This is an optimization exercise on Yosys and OpenROAD, whose aim is small area, not a production implementation. Function was checked by simulation only, so behaviour that the tests miss may differ from the original. Power and IR drop assume default switching activity.

==> inputs of yarrow <==
Design cameraFilterTop, start of the top module:
module cameraFilterTop (
  input  logic                 D5M_PIXLCLK,
  input  logic                 rstN,
  input  sensorPkg::rawPixel   sensorData,
  input  logic                 frameValid,
  input  logic                 lineValid,
  input  logic                 captureStart,
  input  logic                 captureEnd,
  input  logic [2:0]           mode,
  output filterPkg::grayPixel  viewPixel,
  output logic                 viewValid,
  output sensorPkg::frameCount frameTotal,
  output logic                 capturing
);
clock: 10.0 ns
lec_check: 0
cap_margin: 20
core_margin: 2
core_utilization: 40
cts_cluster_diameter: 100
cts_cluster_size: 25
slew_margin: 20
run.sh (not shown) runs the stock make flow with config.mk's settings and CLKGATE_MAP_FILE= SYNTH_SCRIPT=/design/flow/synth_recipe.tcl, a recipe that flattens the netlist after the stock synthesis.
==> indigo (differences from yarrow) <==
--- a/flow/design.v
+++ b/flow/design.v
@@ -45,27 +45,16 @@
   logic       startPending;
   logic       endPending;
   logic       rowOdd;
   logic [2:0] colHalf;
   logic [2:0] rowHalf;
   logic       frameRise;
   logic       frameFall;
   logic       lineFall;
-  sensorPkg::frameCount frameNext;
-  always_comb
-  begin
-    logic c;
-    c = frameFall && capturing;
-    for (int i = 0; i < 32; i++)
-    begin
-      frameNext[i] = frameTotal[i] ^ c;
-      c = frameTotal[i] & c;
-    end
-  end
   assign frameRise   = fvalReg && !fvalPrev;
   assign frameFall   = !fvalReg && fvalPrev;
   assign lineFall    = !lvalReg && lvalPrev;
   assign sampleValid = fvalReg && lvalReg;
   assign quadDone = capturing && sampleValid && rowOdd && colOdd;
   assign gaussWin = quadDone && (colHalf[2] || colHalf[1]) && (rowHalf[2] || rowHalf[1]);
   assign edgeWin  = quadDone && colHalf[2] && rowHalf[2];
   always_ff @(posedge D5M_PIXLCLK or negedge rstN)
@@ -96,17 +85,18 @@
       fvalPrev <= fvalReg;
       lvalPrev <= lvalReg;
       startPending <= startReg || (startPending && !frameRise);
       endPending   <= endReg || (endPending && !frameFall);
       if (frameRise && startPending)
         capturing <= 1'b1;
       else if (frameFall && endPending)
         capturing <= 1'b0;
-      frameTotal <= frameNext;
+      if (frameFall && capturing)
+        frameTotal <= frameTotal + 1'b1;
       if (!fvalReg)
       begin
         colOdd  <= 1'b0;
         colHalf <= '0;
         rowOdd  <= 1'b0;
         rowHalf <= '0;
       end
       else if (sampleValid)
@@ -134,34 +124,18 @@
   output filterPkg::grayPixel  grayOut
 );
   localparam int pairs = sensorPkg::grayLineLength;
   sensorPkg::rawPixel dataReg;
   sensorPkg::rawPixel prevSample;
   logic [12:0]        pairMem [pairs];
   logic [12:0]        pairSum;
   logic [13:0]        quadSum;
-  always_comb
-  begin
-    logic c;
-    c = 1'b0;
-    for (int i = 0; i < 12; i++)
-    begin
-      pairSum[i] = prevSample[i] ^ dataReg[i] ^ c;
-      c = (prevSample[i] & dataReg[i]) | (prevSample[i] & c) | (dataReg[i] & c);
-    end
-    pairSum[12] = c;
-    c = 1'b0;
-    for (int i = 0; i < 13; i++)
-    begin
-      quadSum[i] = pairMem[pairs - 1][i] ^ pairSum[i] ^ c;
-      c = (pairMem[pairs - 1][i] & pairSum[i]) | (pairMem[pairs - 1][i] & c) | (pairSum[i] & c);
-    end
-    quadSum[13] = c;
-  end
+  assign pairSum = 13'(prevSample) + 13'(dataReg);
+  assign quadSum = 14'(pairMem[pairs - 1]) + 14'(pairSum);
   assign grayOut = quadSum[13:2];
   always_ff @(posedge D5M_PIXLCLK)
   begin
     dataReg    <= sensorData;
     prevSample <= dataReg;
     if (pairDone)
     begin
       pairMem[0] <= pairSum;
@@ -194,109 +168,56 @@
     end
   end
 endmodule
 `timescale 1ns/1ps
 module gaussianBlur (
   input  filterPkg::grayWindow window,
   output filterPkg::grayPixel  gaussSum
 );
-  logic [11:0] px [9];
-  logic [15:0] weighted;
-  logic [31:0] g1, g2, g3, g4, g5, g6, g7;
-  function automatic logic [31:0] csa(input logic [15:0] a, input logic [15:0] b, input logic [15:0] c);
-    logic [15:0] s, cy;
-    s  = a ^ b ^ c;
-    cy = (a & b) | (a & c) | (b & c);
-    csa = {cy[14:0], 1'b0, s};
-  endfunction
-  function automatic logic [15:0] rca(input logic [15:0] a, input logic [15:0] b);
-    logic c;
-    c = 1'b0;
-    for (int i = 0; i < 16; i++)
-    begin
-      rca[i] = a[i] ^ b[i] ^ c;
-      c = (a[i] & b[i]) | (a[i] & c) | (b[i] & c);
-    end
-  endfunction
+  filterPkg::grayPixel px [9];
+  logic [15:0]         weighted;
   always_comb
   begin
     for (int i = 0; i < 9; i++)
       px[i] = window[(8 - i) * filterPkg::grayBits +: filterPkg::grayBits];
   end
-  assign g1 = csa(16'(px[0]), 16'(px[2]), 16'(px[6]));
-  assign g2 = csa(16'(px[8]), {3'b0, px[1], 1'b0}, {3'b0, px[3], 1'b0});
-  assign g3 = csa({3'b0, px[5], 1'b0}, {3'b0, px[7], 1'b0}, {2'b0, px[4], 2'b0});
-  assign g4 = csa(g1[15:0], g1[31:16], g2[15:0]);
-  assign g5 = csa(g2[31:16], g3[15:0], g3[31:16]);
-  assign g6 = csa(g4[15:0], g4[31:16], g5[15:0]);
-  assign g7 = csa(g6[15:0], g6[31:16], g5[31:16]);
-  assign weighted = rca(g7[15:0], g7[31:16]);
+  assign weighted = 16'(px[0]) + 16'(px[2]) + 16'(px[6]) + 16'(px[8])
+                  + ((16'(px[1]) + 16'(px[3]) + 16'(px[5]) + 16'(px[7])) << 1)
+                  + (16'(px[4]) << 2);
   assign gaussSum = weighted[15:4];
 endmodule
 `timescale 1ns/1ps
 module edgeLaplace (
   input  filterPkg::grayWindow window,
   output filterPkg::grayPixel  vertEdge,
   output filterPkg::grayPixel  horizEdge,
   output filterPkg::grayPixel  laplace
 );
-  logic [11:0] px [9];
+  logic signed [17:0] sx [9];
+  logic signed [17:0] vertSum;
+  logic signed [17:0] horizSum;
+  logic signed [17:0] lapSum;
+  function automatic logic [11:0] clampMag(input logic signed [17:0] value);
+    logic [17:0] mag;
+    mag = value[17] ? 18'(-value) : 18'(value);
+    if (mag > 18'(filterPkg::grayMax))
+      clampMag = filterPkg::grayMax;
+    else
+      clampMag = mag[11:0];
+  endfunction
   always_comb
+  begin
     for (int i = 0; i < 9; i++)
-      px[i] = window[(8 - i) * 12 +: 12];
-  function automatic logic [31:0] csa(input logic [15:0] a, input logic [15:0] b, input logic [15:0] c);
-    logic [15:0] s, cy;
-    s  = a ^ b ^ c;
-    cy = (a & b) | (a & c) | (b & c);
-    csa = {cy[14:0], 1'b0, s};
-  endfunction
-  function automatic logic [15:0] rca(input logic [15:0] a, input logic [15:0] b, input logic cin);
-    logic c;
-    c = cin;
-    for (int i = 0; i < 16; i++)
-    begin
-      rca[i] = a[i] ^ b[i] ^ c;
-      c = (a[i] & b[i]) | (a[i] & c) | (b[i] & c);
-    end
-  endfunction
-  function automatic logic [11:0] clampMag(input logic [15:0] value);
-    logic [15:0] r;
-    logic [11:0] inc;
-    logic c;
-    r = value ^ {16{value[15]}};
-    c = value[15];
-    for (int i = 0; i < 12; i++)
-    begin
-      inc[i] = r[i] ^ c;
-      c = r[i] & c;
-    end
-    clampMag = (r[14:12] != 3'd0 || c) ? 12'hfff : inc;
-  endfunction
-  logic [15:0] vertSum, horizSum, lapSum;
-  logic [31:0] v1, v2, v3, v4, h1, h2, h3, h4;
-  logic [31:0] l1, l2, l3, l4, l5, l6, l7;
-  assign v1 = csa({4'b0, px[2]}, {4'b0, px[8]}, {3'b0, px[5], 1'b0});
-  assign v2 = csa({4'b0, px[0]}, {4'b0, px[6]}, {3'b0, px[3], 1'b0});
-  assign v3 = csa(v1[15:0], v1[31:16], ~v2[15:0]);
-  assign v4 = csa(v3[15:0], v3[31:16], ~v2[31:16]);
-  assign vertSum = rca(v4[15:0], v4[31:16] | 16'd1, 1'b1);
-  assign h1 = csa({4'b0, px[6]}, {4'b0, px[8]}, {3'b0, px[7], 1'b0});
-  assign h2 = csa({4'b0, px[0]}, {4'b0, px[2]}, {3'b0, px[1], 1'b0});
-  assign h3 = csa(h1[15:0], h1[31:16], ~h2[15:0]);
-  assign h4 = csa(h3[15:0], h3[31:16], ~h2[31:16]);
-  assign horizSum = rca(h4[15:0], h4[31:16] | 16'd1, 1'b1);
-  assign l1 = csa({4'b0, px[0]}, {4'b0, px[1]}, {4'b0, px[2]});
-  assign l2 = csa({4'b0, px[3]}, {4'b0, px[5]}, {4'b0, px[6]});
-  assign l3 = csa(l1[15:0], l1[31:16], l2[15:0]);
-  assign l4 = csa(l3[15:0], l3[31:16], l2[31:16]);
-  assign l5 = csa(l4[15:0], l4[31:16], {4'b0, px[7]});
-  assign l6 = csa(l5[15:0], l5[31:16], {4'b0, px[8]});
-  assign l7 = csa({1'b0, px[4], 3'b0}, ~l6[15:0], ~l6[31:16]);
-  assign lapSum = rca(l7[15:0], l7[31:16] | 16'd1, 1'b1);
+      sx[i] = 18'(window[(8 - i) * filterPkg::grayBits +: filterPkg::grayBits]);
+  end
+  assign vertSum = (sx[2] + (sx[5] <<< 1) + sx[8]) - (sx[0] + (sx[3] <<< 1) + sx[6]);
+  assign horizSum = (sx[6] + (sx[7] <<< 1) + sx[8]) - (sx[0] + (sx[1] <<< 1) + sx[2]);
+  assign lapSum = (sx[4] <<< 3)
+                - (sx[0] + sx[1] + sx[2] + sx[3] + sx[5] + sx[6] + sx[7] + sx[8]);
   assign vertEdge  = clampMag(vertSum);
   assign horizEdge = clampMag(horizSum);
   assign laplace   = clampMag(lapSum);
 endmodule
 `timescale 1ns/1ps
 module cameraFilterTop (
   input  logic                 D5M_PIXLCLK,
   input  logic                 rstN,
- CTS_CLUSTER_DIAMETER: 100 -> default
- CTS_CLUSTER_SIZE: 25 -> default
==> comparison table <==
                                                                    yarrow          indigo
Met2 wire length                                                    41.8 mm         50.3 mm
DRT Wirelength                                                      96.2 mm          117 mm
Slowest Stage Delay on Critical Path                                0.56 ns         0.74 ns
Initial drt markers                                                    2349            2593
Register fraction of the total cell area                              77.5%           71.9%
Seq group                                                         0.00952 W       0.00955 W
Wire length of the first global-routing pass                         152 mm          182 mm
Sequential share of power                                             67.8%           55.7%
Top routing layer used                                                 met5            met4
Die W                                                                430 µm          439 µm
Unrepaired setup endpoints after global routing                        true           false
Met2 Track Usage GR                                                   14.6%           17.0%
Status                                           complete, but fails checks  finished clean
Layout check failures                                  negative setup slack               -

what the ideal ports hide:
How much do the figures lean on ideal ports? The routed layouts below were timed once more, with nothing changed but the port constraints.
Step 1 sets driving cells, clkbuf_16 on the clock port and buf_2 on the other inputs (assumed; they add their load-dependent delay and slew).
Step 2 times the ports against the registers' clock, not the clock port: input delays grow and output delays shrink by t, the midpoint of the rising clock arrivals with the driver on.
Three values: ideal, step 1, step 2; two values: the first two.
run	t, ns	setup slack, ns	worst slew at a driven data input, ns	pins driven straight from the clock port
yarrow	0.814	-0.955 / -0.955 / -0.955	0.05	1
indigo	0.871	2.919 / 2.919 / 2.919	0.04	1
